This design comes from an exercise in tuning for small area, a short achievable clock period and few clock cycles per item on the open sky130 flow, not from production work. Where RTL was checked, it was by simulation tests only, not by an equivalence proof against the original. The RTL of run 1 was laid out without a check of its function. No activity file was given, so power comes from the tool's default toggle rates.

## flow/design.v (module list and top-level ports; edited modules follow where they fit)
// module yuv2rgb_top: 1843 lines
// module csa_fa: 4 lines
// module pfx_inv: 3 lines
// module pfx_nand2: 3 lines
// module pfx_nor2: 3 lines
// module pfx_xor2: 3 lines
// module pfx_xnor2: 3 lines
// module pfx_a21oi: 3 lines
// module pfx_o21ai: 3 lines
module yuv2rgb_top
(
	input logic CLOCK_50_I,
	input logic resetn,
	input logic in_valid,
	output logic in_ready,
	input logic [7:0] y,
	input logic [7:0] u,
	input logic [7:0] v,
	output logic out_valid,
	input logic out_ready,
	output logic [7:0] r,
	output logic [7:0] g,
	output logic [7:0] b
);
  // ...
==> flow/flow/run.sh <==
#!/bin/bash
# The standard layout (standard.sh: ORFS synthesis to final layout), with one
# change: the buffers that buffer_ports puts on every input and output port are
# plain sky130_fd_sc_hd__buf_2 cells instead of the default (a slow delay
# buffer).  Every port still gets its own buffer; the resizer may resize them.
set -euo pipefail
bash standard.sh "BUFFER_PORTS_ARGS=-buffer_cell sky130_fd_sc_hd__buf_2" finish > flow_standard.log 2>&1
==> flow/standard.sh <==
#!/bin/bash
# synth_recipe.tcl (not shown) runs the flow's synth.tcl, then flattens the netlist and writes it again
# the make line also repeats each setting of config.mk as NAME=value (left out here)
make -C /OpenROAD-flow-scripts/flow DESIGN_CONFIG=/design/flow/config.mk WORK_HOME=/design/flow/orfs CLKGATE_MAP_FILE= SYNTH_SCRIPT=/design/flow/synth_recipe.tcl "${@:-finish}"
==> flow/config.mk <==
export PLATFORM = sky130hd
export DESIGN_NAME = yuv2rgb_top
export DESIGN_NICKNAME = yuv2rgb_top
export VERILOG_FILES = /design/flow/design.v
export SDC_FILE = /design/flow/constraint.sdc
export NUM_CORES = 4
export LEC_CHECK = 0
export CAP_MARGIN = 20
export CORE_MARGIN = 2
export CORE_UTILIZATION = 40
export SETUP_SLACK_MARGIN = 3.5
export SLEW_MARGIN = 20
export SYNTH_HIERARCHICAL = 1
==> flow/constraint.sdc <==
create_clock -name core_clock -period 8.0 [get_ports {CLOCK_50_I}]
set_input_delay 1.6000 -clock core_clock [delete_from_list [all_inputs] [get_ports {CLOCK_50_I}]]
set_output_delay 1.6000 -clock core_clock [all_outputs]
set_load 0.01 [all_outputs]
==> flow_metrics.tcl, run 1 <==
set metrics [dict create \
    grtUsageMet3_pct 2.78 \
    synth_async_sr_flop_share_pct 2.82 \
    cts.sinks 71 \
    synth.area.top_cells "fa_1 (32%), edfxtp_1 (23%), inv_1 (7.7%)" \
    largest_register_ffs 23 \
    core_area_um2 21900 \
    die_area_um2 23500 \
    grt_pass1_vias 6236 \
    switching_share_pct 46.0 \
    multi_input_cells 697 \
    final-seq-area_um2 2120 \
    globalplace.congestion 0.860 \
    reg2reg_from "ua[5]" \
    p_clk_share_pct 12.7 \
    multi_input_area_share_pct 58.8 \
    insertion_delay_ps 350 \
    synth.area.mux_share_pct 0 \
    syn-num-nets 1166 \
    max_freq_ghz 0.240 \
    hold_buffers 0 \
    initialDrtViolationCount 362 \
    synth_most_common_cell "inv_1" \
    ys.flop_type "edfxtp_1" \
    signal_buffers 114 \
    die_w_um 153 \
    grtUsageMet2_pct 26.5 \
    clock_buffers 11 \
    utilization_pct 47.3 \
    regMostFlops "ypa" \
    synth-compound-area-share_pct 9.10 \
    grt-ovfl-total 0 \
    cp.depth 13 \
    status "no timing/DRC/antenna violations" \
    syn2layout_area_growth_pct 16.0 \
    cp-end-kind "flop" \
]
==> run 2, diff against run 1 <==
--- a/flow/design.v
+++ b/flow/design.v
@@ -13,21 +13,24 @@
 	output logic out_valid,
 	input logic out_ready,
 	output logic [7:0] r,
 	output logic [7:0] g,
 	output logic [7:0] b
 );
 	logic a_valid, b_ready;
 	logic [7:0] ua, va;
-	logic r_s, r_o, rq_s, rq_o;
+	logic r_s, rq_s;
+	logic [1:0] r_o, rq_o;
 	logic [7:0] r_c, rq_c;
-	logic g_s, g_o, gq_s, gq_o;
+	logic g_s, gq_s;
+	logic [1:0] g_o, gq_o;
 	logic [7:0] g_c, gq_c;
-	logic b_s, b_o, bq_s, bq_o;
+	logic b_s, bq_s;
+	logic [1:0] b_o, bq_o;
 	logic [7:0] b_c, bq_c;
 	assign b_ready = !out_valid || out_ready;
 	assign in_ready = !a_valid || b_ready;
 	always_ff @(posedge CLOCK_50_I or negedge resetn)
 		if (!resetn) a_valid <= 1'b0;
 		else if (in_ready) a_valid <= in_valid;
 	logic [22:0] yp, ypa;
 	logic p1;
@@ -1818,36 +1821,36 @@
 	pfx_o21ai ng583 (.a(n780), .b(n721), .c(n779), .y(n781));
 	logic n782;
 	pfx_a21oi ng584 (.a(n630), .b(n773), .c(n631), .y(n782));
 	logic n783;
 	pfx_nand2 ng585 (.a(n630), .b(n775), .y(n783));
 	logic n784;
 	pfx_o21ai ng586 (.a(n783), .b(n721), .c(n782), .y(n784));
 	assign r_s = n253;
-	assign r_o = n248 | n242;
+	assign r_o = {n248, n242};
 	assign r_c = {n234, n226, n218, n214, n208, n202, n198, n195};
 	assign g_s = ~n548;
-	assign g_o = ~n543 | ~n537;
+	assign g_o = {~n543, ~n537};
 	assign g_c = {~n529, ~n521, ~n513, ~n509, ~n503, ~n497, ~n492, ~n490};
 	assign b_s = ~n781;
-	assign b_o = n778 | n772;
+	assign b_o = {n778, n772};
 	assign b_c = {n763, n756, n749, n743, n735, n730, n724, n722};
 	always_ff @(posedge CLOCK_50_I or negedge resetn)
 		if (!resetn) out_valid <= 1'b0;
 		else if (b_ready) out_valid <= a_valid;
 	always_ff @(posedge CLOCK_50_I)
 		if (a_valid && b_ready) begin
 			rq_s <= r_s; rq_o <= r_o; rq_c <= r_c;
 			gq_s <= g_s; gq_o <= g_o; gq_c <= g_c;
 			bq_s <= b_s; bq_o <= b_o; bq_c <= b_c;
 		end
-	assign r = rq_s ? 8'd0 : rq_o ? 8'd255 : rq_c;
-	assign g = gq_s ? 8'd0 : gq_o ? 8'd255 : gq_c;
-	assign b = bq_s ? 8'd0 : bq_o ? 8'd255 : bq_c;
+	assign r = rq_s ? 8'd0 : (|rq_o) ? 8'd255 : rq_c;
+	assign g = gq_s ? 8'd0 : (|gq_o) ? 8'd255 : gq_c;
+	assign b = bq_s ? 8'd0 : (|bq_o) ? 8'd255 : bq_c;
 endmodule
 module csa_fa (input logic a, input logic b, input logic c, output logic s, output logic co);
 	assign s = a ^ b ^ c;
 	assign co = (a & b) | (a & c) | (b & c);
 endmodule
 module pfx_inv (input logic a, output logic y);
 	assign y = ~a;
 endmodule
==> flow/flow/run.sh (replaced) <==
#!/bin/bash
# The standard layout (standard.sh: ORFS synthesis to final layout), with one
# change: the buffers that buffer_ports puts on every input and output port are
# plain sky130_fd_sc_hd__buf_1 cells instead of the default (a slow delay
# buffer).  Every port still gets its own buffer; the resizer may resize them.
set -euo pipefail
bash standard.sh "BUFFER_PORTS_ARGS=-buffer_cell sky130_fd_sc_hd__buf_1" finish > flow_standard.log 2>&1
==> flow/config.mk (replaced) <==
export PLATFORM = sky130hd
export DESIGN_NAME = yuv2rgb_top
export DESIGN_NICKNAME = yuv2rgb_top
export VERILOG_FILES = /design/flow/design.v
export SDC_FILE = /design/flow/constraint.sdc
export NUM_CORES = 4
export LEC_CHECK = 0
export CAP_MARGIN = 20
export CORE_MARGIN = 2
export CORE_UTILIZATION = 40
export SETUP_SLACK_MARGIN = 3.9
export SLEW_MARGIN = 20
export SYNTH_HIERARCHICAL = 1
==> flow_metrics.tcl, run 2 <==
set metrics [dict create \
    reg2reg_from "va[2]" \
    via_count 6373 \
    cp.required_ps 8090 \
    final_net_count 1283 \
    final_antenna_net_count 0 \
    hold_path_depth 1 \
    globalplace.congestion 0.855 \
    syn_inst 963 \
    p_per_area_nw_per_um2 368 \
    synth_edf_count 72 \
    switching_share_pct 47.6 \
    largest_register_ffs 23 \
    synth_async_sr_flop_share_pct 2.70 \
    grt_use_total_pct 17.5 \
    pwr-share-comb_pct 67.8 \
    synth_cell_types 18 \
    cts-htree-levels 3 \
    numCtsBuffers 9 \
    yosysTopAreaCell "fa_1" \
    fp.dieH_um 156 \
    firstDrtPassIters 5 \
    die_area_um2 24200 \
    vias_per_cell 4.67 \
    finalHoldViolations 0 \
    p_leak_uw 0.00462 \
    cap_violations 0 \
    clockBufferDepth 2 \
    p_sw_uw 1840 \
    tns_ps 0 \
    reg2reg_slack_ps 4100 \
    critPathMaxStageDelay_ps 560 \
    ios 54 \
    insertedDiodeCount 0 \
    antenna_found_initial 0 \
    synth_most_common_cell "inv_1" \
    drv_slew 0 \
    cp_top_family "adder cells" \
    grt-ovfl-total 0 \
    p_clk_share_pct 10.9 \
    yosys-top-cells-count "inv_1 (186), nor2_1 (158), fa_1 (143)" \
    fillers 2167 \
    rows 55 \
    grt_pass1_wl_mm 32.8 \
    cts.clk_slew.worst_paths_ps 60 \
    dp_hpwl_mm 15.2 \
    synthesis.area_um2 9200 \
    slew-limit-headroom_pct 36.1 \
    pwr-share-seq_pct 21.3 \
    route.detailed.drc 0 \
    ys_warn_count 7 \
    hold_buffers 0 \
    routed_wl_mm 19.3 \
    crit_slowest_cell "fa_1" \
    cp.depth 10 \
    r2r_cells 14 \
    max_freq_ghz 0.256 \
    regMostFlops "ypa" \
    worstPathArrival_ps 4010 \
    tightest_slew_ps 958 \
    syn-num-nets 1171 \
    cp_cell_sequence "buf_1, fa_1, ha_1, fa_1, inv_1, nor2_1, a21oi_2, o21ai_1, a21oi_2, xor2_1" \
    seq_area_frac_synth_pct 24.1 \
    place_ws_ps 3530 \
    post-route-period-util_pct 48.9 \
    cts_tree "done" \
    worstHoldPathType "reg2reg" \
    syn2layout_area_growth_pct 14.3 \
    skew_ps 20.0 \
    cts.sinks 74 \
    layout_commonest_cell "inv_1" \
    grt_max_degree 40 \
    critical_path_class "in2reg" \
    worst_slack_ps 4090 \
    start_kind "input pin" \
    cts_root_buf "clkbuf_16" \
    rsz0062_at_grt "yes" \
    portBuffers 53 \
    drive_above_1_share_pct 15.1 \
    ir_worst_vdd_mv 0.196 \
    hold_slack_ps 543 \
    initialDrtViolationCount 299 \
    status "no timing/DRC/antenna violations" \
    die_w_um 156 \
    critPathCapture "ypa[22]" \
    critical_path_buf_inv_count 2 \
    final_cell_mix "inv_1 (184), nor2_1 (154), fa_1 (143)" \
    insertion_delay_ps 360 \
    wl_per_cell_um 14.1 \
    crit_fanout 10 \
    cp-end-kind "flop" \
    ys_seq_elements 74 \
    r2r-end "gq_c[6]" \
    cp-startpoint "y[2]" \
    min_period_ps 3910 \
    p_total_uw 3860 \
    setup_viol 0 \
    utilization_pct 46.6 \
    synth_top_area_share_pct 31.1 \
    synth.area.top_cells "fa_1 (31%), edfxtp_1 (24%), inv_1 (7.6%)" \
    p_int_uw 2020 \
    grt_pass1_vias 6584 \
    avgSynthCellArea_um2 9.55 \
    core_area_um2 22600 \
    initial_utilization_pct 40.7 \
    ys.flop_type "edfxtp_1" \
]
## run 2: power groups by stage
stage / clock network (uW) / registers (uW) / logic [uW]
final: 420 / 824 / 2620
after global routing: 442 / 847 / 3000
after detailed placement: 0 / 861 / 2520
after floorplan: 0 / 769 / 2140
after CTS: 429 / 830 / 2580
after global placement: 0 / 859 / 2470
## run 2: worst register-to-register path, delay by kind of cell, from the launching register on
family / cells / cell delay [ps]
compound gates: 3 / 440
xor+xnor: 1 / 190
fa+ha+maj: 4 / 1820
buf+inv: 4 / 490
flops: 1 / 440
simple gates: 2 / 260
## run 2: cells by family after synthesis
family,count (synthesis),synth area share [%]
AND/OR/NAND/NOR,304,14.4
buffers and inverters,195,8.41
adder cells (fa/ha/maj),180,36.2
AO/OA/AOI/OAI,124,8.83
XOR/XNOR,86,8.19
flip-flops,74,24.1
## run 2: repair_timing
action / CTS / global route
resized for setup: 0 / 16
buffers inserted: 42 / 13
pin swaps: 0 / 0
setup endpoints to repair: 20 / 26
## run 2: area by class of cell
cell class | instances | area [um2] | area share, %
Clock buffer | 11 | 243 | 2.31
Clock inverter | 5 | 53.8 | 0.512
Inverter | 186 | 702 | 6.68
Multi-Input combinational cell | 694 | 6250 | 59.5
Sequential cell | 74 | 2210 | 21.0
Tap cell | 285 | 357 | 3.39
Timing Repair Buffer | 110 | 694 | 6.61
## run 2: worst min-delay path by stage
stage | start | end | slack (ps)
3_5_place_dp | a_valid | out_valid | 530
5_1_grt | a_valid | out_valid | 590
3_3_place_gp | a_valid | out_valid | 540
2_1_floorplan | a_valid | out_valid | 510
6_report | a_valid | out_valid | 540
4_1_cts | a_valid | out_valid | 550
## run 2: layer usage
metal	track usage, %	vias to the layer above	routed length [um]
met5	0	-	0
met2	29.2	99	9270
met4	4.89	0	322
met1	23.6	3058	8830
li1	-	3201	-
met3	2.86	15	852
## run 2: modules after synthesis (local to each module, per instance)
| module | flip-flops and latches | cells inside | cell area [um2] | copies in the design |
|---|---|---|---|---|
| yuv2rgb_top | 74 | 265 | 3480 | 1 |
| csa_fa | 0 | 1 | 20.0 | 143 |
| pfx_a21oi | 0 | 1 | 8.76 | 51 |
| pfx_xnor2 | 0 | 1 | 8.76 | 27 |
| pfx_xor2 | 0 | 1 | 8.76 | 58 |
| pfx_o21ai | 0 | 1 | 5.00 | 73 |
| pfx_inv | 0 | 1 | 3.75 | 96 |
| pfx_nand2 | 0 | 1 | 3.75 | 116 |
| pfx_nor2 | 0 | 1 | 3.75 | 134 |
## run 2: stage by stage
stage	instances	cell area [um2]
2_1_floorplan	963	9200
3_3_place_gp	1294	9690
3_5_place_dp	1294	9690
4_1_cts	1352	10400
5_1_grt	1365	10500
6_report	1365	10500
Testbench counts of run 2, summed over its fixed seeds: cycles 32,016, pixels 32,000.
==> run 3, diff against run 2 <==
--- a/flow/config.mk
+++ b/flow/config.mk
@@ -8,6 +8,6 @@
 export CAP_MARGIN = 20
 export CORE_MARGIN = 2
 export CORE_UTILIZATION = 40
-export SETUP_SLACK_MARGIN = 3.9
+export SETUP_SLACK_MARGIN = 4.3
 export SLEW_MARGIN = 20
 export SYNTH_HIERARCHICAL = 1
==> flow_metrics.tcl, run 3 <==
set metrics [dict create \
    status "no timing/DRC/antenna violations" \
    ir_worst_vdd_mv 0.227 \
    vias_per_cell 4.61 \
    synth_top_area_share_pct 31.1 \
    switching_share_pct 46.6 \
    skew_ps 12.9 \
    largest_register_ffs 23 \
    insertion_delay_ps 360 \
    p_per_area_nw_per_um2 387 \
    initial_utilization_pct 40.7 \
    crit_fanout 5 \
    globalplace.congestion 0.845 \
    start_kind "flop" \
    p_leak_uw 0.00479 \
    ys.flop_type "edfxtp_1" \
    cap_violations 0 \
    synthesis.area_um2 9200 \
    dp_hpwl_mm 14.9 \
    initialDrtViolationCount 217 \
    final_antenna_net_count 0 \
    yosys-top-cells-count "inv_1 (186), nor2_1 (158), fa_1 (143)" \
    cts.clk_slew.worst_paths_ps 60 \
    grt_pass1_vias 6800 \
    worstPathArrival_ps 3910 \
    slew-limit-headroom_pct 37.8 \
    syn-num-nets 1171 \
    worstHoldPathType "reg2reg" \
    cp.required_ps 8110 \
    post-place-cells 1295 \
    max_freq_ghz 0.263 \
    hold_path_depth 1 \
    avgSynthCellArea_um2 9.55 \
    syn_inst 963 \
    grt_max_degree 40 \
    portBuffers 53 \
    seq_area_frac_synth_pct 24.1 \
    layout_commonest_cell "inv_1" \
    fp.dieH_um 156 \
    core_area_um2 22600 \
    cts_root_buf "clkbuf_16" \
    critical_path_class "reg2reg" \
    numCtsBuffers 9 \
    finalHoldViolations 0 \
    synth_edf_count 72 \
    cts_tree "done" \
    clockBufferDepth 2 \
    route.detailed.drc 0 \
    pwr-share-comb_pct 70.2 \
    final_cell_mix "inv_1 (181), fa_1 (136), nor2_1 (131)" \
    regMostFlops "ypa" \
    reg2reg_from "ua[4]" \
    cp-end-kind "flop" \
    p_total_uw 4240 \
    rows 55 \
    via_count 6384 \
    die_area_um2 24200 \
    synth.area.top_cells "fa_1 (31%), edfxtp_1 (24%), inv_1 (7.6%)" \
    pwr-share-seq_pct 19.4 \
    synth_cell_types 18 \
    min_to "out_valid" \
    antenna_found_initial 0 \
    grt-ovfl-total 0 \
    ys_warn_count 7 \
    tightest_slew_ps 927 \
    p_clk_share_pct 10.4 \
    rsz0062_at_grt "yes" \
    r2r-end "gq_o[0]" \
    routed_wl_mm 19.3 \
    insertedDiodeCount 0 \
    post-route-period-util_pct 47.5 \
    min_period_ps 3800 \
    hold_buffers 0 \
    layout.cells.non_filler 1384 \
    ios 54 \
    r2r_cells 13 \
    setup_viol 0 \
    reg2reg_slack_ps 4200 \
    cts.sinks 74 \
    p_int_uw 2260 \
    tns_ps 0 \
    die_w_um 156 \
    synth_most_common_cell "inv_1" \
    drive_above_1_share_pct 21.5 \
    ys_seq_elements 74 \
    firstDrtPassIters 4 \
    yosysTopAreaCell "fa_1" \
    syn2layout_area_growth_pct 19.1 \
    final_net_count 1302 \
    wl_per_cell_um 13.9 \
    grt_pass1_wl_mm 33.0 \
    drv_slew 0 \
    p_sw_uw 1980 \
    synth_async_sr_flop_share_pct 2.70 \
    grt_use_total_pct 17.5 \
    hp-start "a_valid" \
    cts-htree-levels 3 \
]
[run 3: how the worst max path moves through the flow]
stage               start       to  slack, ps  depth (start not counted)
floorplan           ua[3]  gq_o[1]       4140                         13
global placement     y[0]  ypa[22]       3680                         11
CTS                 ua[7]  gq_o[0]       4180                         13
global route        ua[4]  gq_o[0]       4000                         13
finish              ua[4]  gq_o[0]       4200                         13
detailed placement   y[0]  ypa[22]       3590                         11
[run 3: worst max-delay path, cell delays in order, from the launching register on]
cell	delay (ps)
edfxtp_1	470
buf_6	160
fa_1	510
fa_1	440
fa_1	520
fa_2	480
nor2_4	190
o21ai_4	90
a21oi_4	200
o21ai_2	80
buf_4	130
a21oi_2	100
xor2_1	150
inv_1	50
[run 3: routing by layer]
metal / vias to the layer above / share of wire [%] / GRT usage [%]
li1: 3240 / - / -
met1: 3041 / 46 / 23.0
met2: 81 / 49 / 30.0
met3: 22 / 3.1 / 2.89
met4: 0 / 2.0 / 5.33
met5: - / 0 / 0
[run 3: metrics by stage]
step           instance area [um2]  worst slack [ps]  util, %  hold WS, ps
6_report                     11000              4200     48.5          557
5_1_grt                      11000              4000     48.5          601
4_1_cts                      10700              4180     47.2          561
3_5_place_dp                  9730              3590     43.1          536
3_3_place_gp                  9730              3680     43.1          518
2_1_floorplan                 9230              4140        -          511
[run 3: cell type report]
type / instances / area [um2]
Timing Repair Buffer: 129 / 905
Clock inverter: 5 / 78.8
Fill cell: 2071 / 11600
Sequential cell: 74 / 2210
Clock buffer: 11 / 233
Inverter: 186 / 698
Tap cell: 285 / 357
Multi-Input combinational cell: 694 / 6470
[run 3: kinds of logic (layout without fill, tap and decap cells)]
kind of cell             Yosys count  in the layout  share of synthesized area, %
AND/OR/NAND/NOR                  304            304                          14.4
buffers and inverters            195            331                          8.41
adder cells (fa/ha/maj)          180            180                          36.2
AO/OA/AOI/OAI                    124            124                          8.83
XOR/XNOR                          86             86                          8.19
flip-flops                        74             74                          24.1
[run 3: power by group through the flow]
stage,registers [uW],clock network (uW),logic [uW]
floorplan,769,0,2170
global placement,856,0,2500
detailed placement,858,0,2540
CTS,825,455,2780
global route,843,470,3380
finish,822,443,2980
[run 3: timing repair]
action                     4_1_cts  5_1_grt
pin swaps                       18       30
setup endpoints to repair       40       35
cloned                           0        0
resized for setup               35       57
setup buffers                   60       13
[run 3: per-module statistics from Yosys (local to each module, per instance), a selection]
module	cell area, um2	flops+latches
csa_fa	20.0	0
pfx_a21oi	8.76	0
pfx_nand2	3.75	0
pfx_nor2	3.75	0
pfx_o21ai	5.00	0
pfx_xnor2	8.76	0
pfx_xor2	8.76	0
yuv2rgb_top	3480	74
==> run 4, diff against run 3 <==
--- a/flow/config.mk
+++ b/flow/config.mk
@@ -8,6 +8,6 @@
 export CAP_MARGIN = 20
 export CORE_MARGIN = 2
 export CORE_UTILIZATION = 40
-export SETUP_SLACK_MARGIN = 4.3
+export SETUP_SLACK_MARGIN = 4.5
 export SLEW_MARGIN = 20
 export SYNTH_HIERARCHICAL = 1
==> flow_metrics.tcl, run 4 <==
set metrics [dict create \
    routed_wl_mm 20.3 \
    synth_async_sr_flop_share_pct 2.70 \
    cts_root_buf "clkbuf_16" \
    hold_buffers 0 \
    via_count 6616 \
    p_clk_share_pct 9.8 \
    skew_ps 15.8 \
    clockBufferDepth 2 \
    start_kind "flop" \
    place_ws_ps 3600 \
    grt_pass1_wl_mm 33.8 \
    tns_ps 0 \
    cts.sinks 74 \
    p_leak_uw 0.00492 \
    core_area_um2 22600 \
    rsz0062_at_grt "yes" \
    cp-end-kind "flop" \
    ios 54 \
    cap_violations 0 \
    numCtsBuffers 9 \
    p_sw_uw 2140 \
    ys.flop_type "edfxtp_1" \
    synth_top_area_share_pct 31.1 \
    layout_commonest_cell "inv_1" \
    fillers 2069 \
    finalHoldViolations 0 \
    grt_pass1_vias 6918 \
    cp.required_ps 8110 \
    largest_register_ffs 23 \
    cts-htree-levels 3 \
    synthesis.area_um2 9200 \
    final_antenna_net_count 0 \
    initial_utilization_pct 40.7 \
    cts.clk_slew.worst_paths_ps 60 \
    insertedDiodeCount 0 \
    yosysTopAreaCell "fa_1" \
    ys_warn_count 7 \
    fp.dieH_um 156 \
    syn2layout_area_growth_pct 23.5 \
    p_total_uw 4540 \
    drive_above_1_share_pct 26.5 \
    p_per_area_nw_per_um2 400 \
    post-route-period-util_pct 47.4 \
    worst_slack_ps 4210 \
    syn_inst 963 \
    portBuffers 53 \
    final_cell_mix "inv_1 (176), fa_1 (130), nor2_1 (128)" \
    initialDrtViolationCount 301 \
    syn-num-nets 1171 \
    synth_most_common_cell "inv_1" \
    worstHoldPathType "reg2reg" \
    wl_per_cell_um 14.5 \
    grt_max_degree 40 \
    final_net_count 1317 \
    hold_slack_ps 557 \
    switching_share_pct 47.1 \
    crit_fanout 4 \
    globalplace.congestion 0.855 \
    ir_worst_vdd_mv 0.238 \
    critical_path_class "reg2reg" \
    worstPathArrival_ps 3900 \
    regMostFlops "ypa" \
    rows 55 \
    status "no timing/DRC/antenna violations" \
    grt_use_total_pct 18.1 \
    grt-ovfl-total 0 \
    post-place-cells 1295 \
    antenna_found_initial 0 \
    avgSynthCellArea_um2 9.55 \
    drv_slew 0 \
    pwr-share-comb_pct 72.1 \
    firstDrtPassIters 5 \
    ys_seq_elements 74 \
    layout.cells.non_filler 1399 \
    cts_tree "done" \
    pwr-share-seq_pct 18.1 \
    synth_cell_types 18 \
    multi_input_comb_area_um2 6670 \
    max_freq_ghz 0.264 \
    synth.area.top_cells "fa_1 (31%), edfxtp_1 (24%), inv_1 (7.6%)" \
    vias_per_cell 4.73 \
    insertion_delay_ps 350 \
    final-seq-area_um2 2210 \
    die_area_um2 24200 \
    tightest_slew_ps 936 \
    min_period_ps 3790 \
    p_int_uw 2400 \
    setup_viol 0 \
    yosys-top-cells-count "inv_1 (186), nor2_1 (158), fa_1 (143)" \
    slew-limit-headroom_pct 37.6 \
    dp_hpwl_mm 14.9 \
    seq_area_frac_synth_pct 24.1 \
    route.detailed.drc 0 \
    synth_edf_count 72 \
    die_w_um 156 \
]
[run 4: changes by cell type in the layout (fill, tap and decap cells not counted), moves of 4 or more]
cell	before	now
nand2_2	2	8
fa_1	136	130
o21ai_2	15	30
nand2_1	112	106
nor2_4	6	10
inv_1	181	176
buf_4	65	72
buf_12	6	11
o21ai_1	55	37
a21oi_4	4	8
fa_2	7	13
buf_6	8	14
[run 4: area by class of cell]
type / instances / share of cell area (%)
well taps: 285 / 3.14
clock inverters: 5 / 0.694
flip-flops and latches: 74 / 19.5
clock buffers: 11 / 2.05
inverters: 186 / 6.28
repair buffers: 143 / 9.66
multi-input cells: 695 / 58.7
[run 4: cells by family after synthesis]
family	synth area share [%]
buffers and inverters	8.41
XOR/XNOR	8.19
AO/OA/AOI/OAI	8.83
flip-flops	24.1
adder cells (fa/ha/maj)	36.2
AND/OR/NAND/NOR	14.4
[run 4: path summary, 6_finish.rpt]
path	slack (ps)	endpoint	startpoint	cells past startpoint
worst max-delay path	4210	gq_o[1]	ua[4]	14
min in group asynchronous	1030	out_valid	resetn	1
max in group asynchronous	6840	a_valid	resetn	1
worst min register to register	560	out_valid	a_valid	1
worst min-delay path	560	out_valid	a_valid	1
worst max register to register	4210	gq_o[1]	ua[4]	14
[run 4: modules after synthesis (local to each module, per instance)]
module | copies in the design | flip-flops and latches | cells inside
pfx_xnor2 | 27 | 0 | 1
pfx_inv | 96 | 0 | 1
pfx_o21ai | 73 | 0 | 1
yuv2rgb_top | 1 | 74 | 265
pfx_xor2 | 58 | 0 | 1
pfx_nand2 | 116 | 0 | 1
pfx_nor2 | 134 | 0 | 1
csa_fa | 143 | 0 | 1
pfx_a21oi | 51 | 0 | 1
[run 4: power by group through the flow]
stage	logic [uW]	clock network (uW)	registers, uW
finish	3280	443	822
global placement	2530	0	854
detailed placement	2570	0	857
global route	3660	471	842
CTS	3010	455	825
floorplan	2200	0	769
[run 4: critical path, cell delays in order, from the launching register on]
cell and delay, ps:
edfxtp_1 430, buf_4 170, fa_1 550, fa_1 440, fa_1 470, fa_2 600, nor2_4 60, o21ai_4 170
a21oi_4 100, o21ai_2 150, inv_1 80, nor2_2 110, a21oi_2 40, xnor2_1 150, inv_1 50
[run 4: what timing repair did]
action	4_1_cts	5_1_grt
setup endpoints to repair	41	43
resized for setup	79	79
hold endpoints to repair	0	0
buffers inserted	76	11
pin swaps	40	53
cloned	1	0
[run 4: layer usage]
metal / vias up / track usage [%] / routed length [um]
met5: - / 0 / 0
met4: 0 / 5.46 / 531
met3: 29 / 3.44 / 954
met2: 134 / 31.2 / 10100
met1: 3182 / 23.2 / 8700
li1: 3271 / - / -
[run 4: stage by stage]
step	instance area, um2	util (%)
floorplan	9250	-
global placement	9760	43.2
detailed placement	9760	43.2
CTS	11000	48.7
global route	11400	50.3
finish	11400	50.3
==> run 5, diff against run 4 <==
--- a/flow/config.mk
+++ b/flow/config.mk
@@ -8,6 +8,6 @@
 export CAP_MARGIN = 20
 export CORE_MARGIN = 2
 export CORE_UTILIZATION = 40
-export SETUP_SLACK_MARGIN = 4.5
+export SETUP_SLACK_MARGIN = 4.1
 export SLEW_MARGIN = 20
 export SYNTH_HIERARCHICAL = 1
==> flow_metrics.tcl, run 5 <==
set metrics [dict create \
    p_leak_uw 0.00466 \
    routed_wl_mm 19.2 \
    worst_slack_ps 4160 \
    synth_async_sr_flop_share_pct 2.70 \
    ir_worst_vdd_mv 0.201 \
    cts_tree "done" \
    grt_max_degree 40 \
    via_count 6328 \
    start_kind "flop" \
    hold_path_depth 1 \
    p_per_area_nw_per_um2 376 \
    layout.cells.non_filler 1371 \
    gr-max-usage-layer "met2" \
    drv_slew 0 \
    slew-limit-headroom_pct 39.6 \
    hold_buffers 0 \
    skew_ps 17.0 \
    reg2reg_from "ua[2]" \
    die_area_um2 24200 \
    portBuffers 53 \
    grt_use_total_pct 17.4 \
    ys.flop_type "edfxtp_1" \
    syn_inst 963 \
    worstPathArrival_ps 3960 \
    hp-start "a_valid" \
    initial_utilization_pct 40.7 \
    cp-end-kind "flop" \
    cts.clk_slew.worst_paths_ps 60 \
    cp.required_ps 8110 \
    worstHoldPathType "reg2reg" \
    min_to "out_valid" \
    place_ws_ps 3550 \
    cts.sinks 74 \
    wl_per_cell_um 14.0 \
    grt_pass1_vias 6641 \
    grtUsageMet3_pct 2.78 \
    grtUsageMet2_pct 29.5 \
    insertion_delay_ps 360 \
    largest_register_ffs 23 \
    reg2reg_slack_ps 4160 \
    fp.dieH_um 156 \
    post-place-cells 1294 \
    insertedDiodeCount 0 \
    crit_fanout 5 \
    fillers 2102 \
    avgSynthCellArea_um2 9.55 \
    r2r-end "gq_o[1]" \
    ys_warn_count 7 \
    syn-num-nets 1171 \
    status "no timing/DRC/antenna violations" \
    cts_root_buf "clkbuf_16" \
    numCtsBuffers 9 \
    route.detailed.drc 0 \
    synthesis.area_um2 9200 \
    regMostFlops "ypa" \
    synth_edf_count 72 \
    syn2layout_area_growth_pct 15.9 \
    yosysTopAreaCell "fa_1" \
    seq_area_frac_synth_pct 24.1 \
    max_freq_ghz 0.260 \
    yosys-top-cells-count "inv_1 (186), nor2_1 (158), fa_1 (143)" \
    dp_hpwl_mm 14.8 \
    grt-ovfl-total 0 \
    rsz0062_at_grt "yes" \
    setup_viol 0 \
    r2r_cells 14 \
    synth_most_common_cell "inv_1" \
    post-route-period-util_pct 48.0 \
    ios 54 \
    final-seq-area_um2 2210 \
    finalHoldViolations 0 \
    tns_ps 0 \
    vias_per_cell 4.62 \
    multi_input_comb_area_um2 6310 \
    synth_top_area_share_pct 31.1 \
    final_cell_mix "inv_1 (181), nor2_1 (148), fa_1 (138)" \
    tightest_slew_ps 906 \
    globalplace.congestion 0.852 \
    core_area_um2 22600 \
    synth.area.top_cells "fa_1 (31%), edfxtp_1 (24%), inv_1 (7.6%)" \
    ys_seq_elements 74 \
    layout_commonest_cell "inv_1" \
    synth_cell_types 18 \
    use_met1_pct 22.5 \
    cap_violations 0 \
    grt_pass1_wl_mm 32.6 \
    antenna_found_initial 0 \
    rows 55 \
    firstDrtPassIters 4 \
    final_antenna_net_count 0 \
    critical_path_class "reg2reg" \
    clockBufferDepth 2 \
    final_net_count 1289 \
    cts-htree-levels 3 \
    initialDrtViolationCount 228 \
    drive_above_1_share_pct 17.2 \
    die_w_um 156 \
    min_period_ps 3840 \
]
run 5: cell count changes in the layout (fill, tap and decap cells not counted), sizes merged:
cell	previous run	this run
clkinvlp	0	3
inv	187	185
a21oi	52	51
clkinv	2	1
clkbuf	12	16
buf	142	111
run 5: cell type report:
| class | instances | area share, % |
|---|---|---|
| clock buffer | 11 | 2.18 |
| clock inverter | 5 | 0.752 |
| inverter | 186 | 6.61 |
| multi-input combinational | 694 | 59.2 |
| sequential | 74 | 20.8 |
| tap | 285 | 3.35 |
| timing repair buffer | 116 | 7.15 |
run 5: routing by layer:
layer	routed length, um	vias up
met2	9390	105
met4	527	0
met5	0	-
met3	711	27
met1	8590	2982
li1	-	3214
run 5: cell families (layout without fill, tap and decap cells):
| kind of cell | count (synthesis) | after routing | synth area share (%) |
|---|---|---|---|
| simple gates | 304 | 304 | 14.4 |
| flops | 74 | 74 | 24.1 |
| xor+xnor | 86 | 86 | 8.19 |
| fa+ha+maj | 180 | 180 | 36.2 |
| compound gates | 124 | 124 | 8.83 |
| buf+inv | 195 | 318 | 8.41 |
run 5: worst max-delay path by stage:
stage          startpoint      end  slack, ps
2_1_floorplan       va[7]  gq_o[1]       4110
3_3_place_gp         y[3]  ypa[22]       3630
3_5_place_dp         y[0]  ypa[22]       3550
4_1_cts             va[7]  rq_c[7]       4090
5_1_grt             va[5]  gq_o[1]       4010
6_report            ua[2]  gq_o[1]       4160
run 5: through the flow:
stage	total power, uW	utilization (%)	hold WS [ps]	instance area [um2]
floorplan	2920	-	511	9210
global placement	3330	43.0	541	9710
detailed placement	3370	43.0	528	9710
CTS	3910	46.7	556	10500
global route	4440	47.2	587	10700
finish	4010	47.2	555	10700
run 5: worst max-delay path, cell delays in order, from the launching register on:
cell and delay, ps:
edfxtp_1 520, buf_4 210, fa_1 450, fa_1 420, fa_1 470, fa_1 550, nor2_2 70, nor2_2 190
nand2_2 110, nor2_2 150, inv_1 70, nor2_1 130, a21oi_2 70, xnor2_1 140, inv_1 50
run 5: Yosys stat by module, one instance, submodules excluded:
module	cells inside	cell area [um2]	flip-flops and latches	copies in the design
pfx_nor2	1	3.75	0	134
yuv2rgb_top	265	3480	74	1
pfx_xnor2	1	8.76	0	27
pfx_inv	1	3.75	0	96
pfx_xor2	1	8.76	0	58
csa_fa	1	20.0	0	143
pfx_o21ai	1	5.00	0	73
pfx_a21oi	1	8.76	0	51
pfx_nand2	1	3.75	0	116
run 5: repair_timing:
item                       in CTS  in global routing
pin swaps                       5                  7
gates resized for setup        11                 27
setup buffers                  55                  6
setup endpoints to repair      36                 21
cloned                          0                  0
run 5: report_power, final:
part	internal [uW]	switching (uW)	leakage, uW
combinational	1160	1580	0.00380
clock	273	168	0.000146
sequential	692	132	0.000714
total	2130	1880	0.00466

-- afterwards: timing with drivers on the ports --
The flow's constraints put no driver on any port. The routed layouts listed below were extracted and timed again, unchanged, in two steps.
Step 1: set_driving_cell puts a clkbuf_16 on CLOCK_50_I and a buf_2 on each other input, an assumption about the parent block.
Step 2 moves the port delays by t, midway between the first and last clock arrival at a register: inputs arrive t later, outputs are due t later. That takes back most of the time a late clock gives input paths.
a / b / c = ideal / step 1 / step 2; a / b = the first two.
run	t (ns)	setup WS [ns]	worst setup path after step 2
run 1	0.385	3.826 / 3.826 / 3.812	input to register
run 2	0.397	4.088 / 4.096 / 3.715	input to register
run 3	0.397	4.197 / 4.197 / 3.986	input to register
run 4	0.392	4.207 / 4.207 / 3.964	input to register
run 5	0.399	4.157 / 4.157 / 3.899	input to register
After both steps setup and hold are still met in every run listed. For run 2, which loses most, drivers alone change the setup slack by +0.008 ns; drivers and shift together by -0.373 ns.
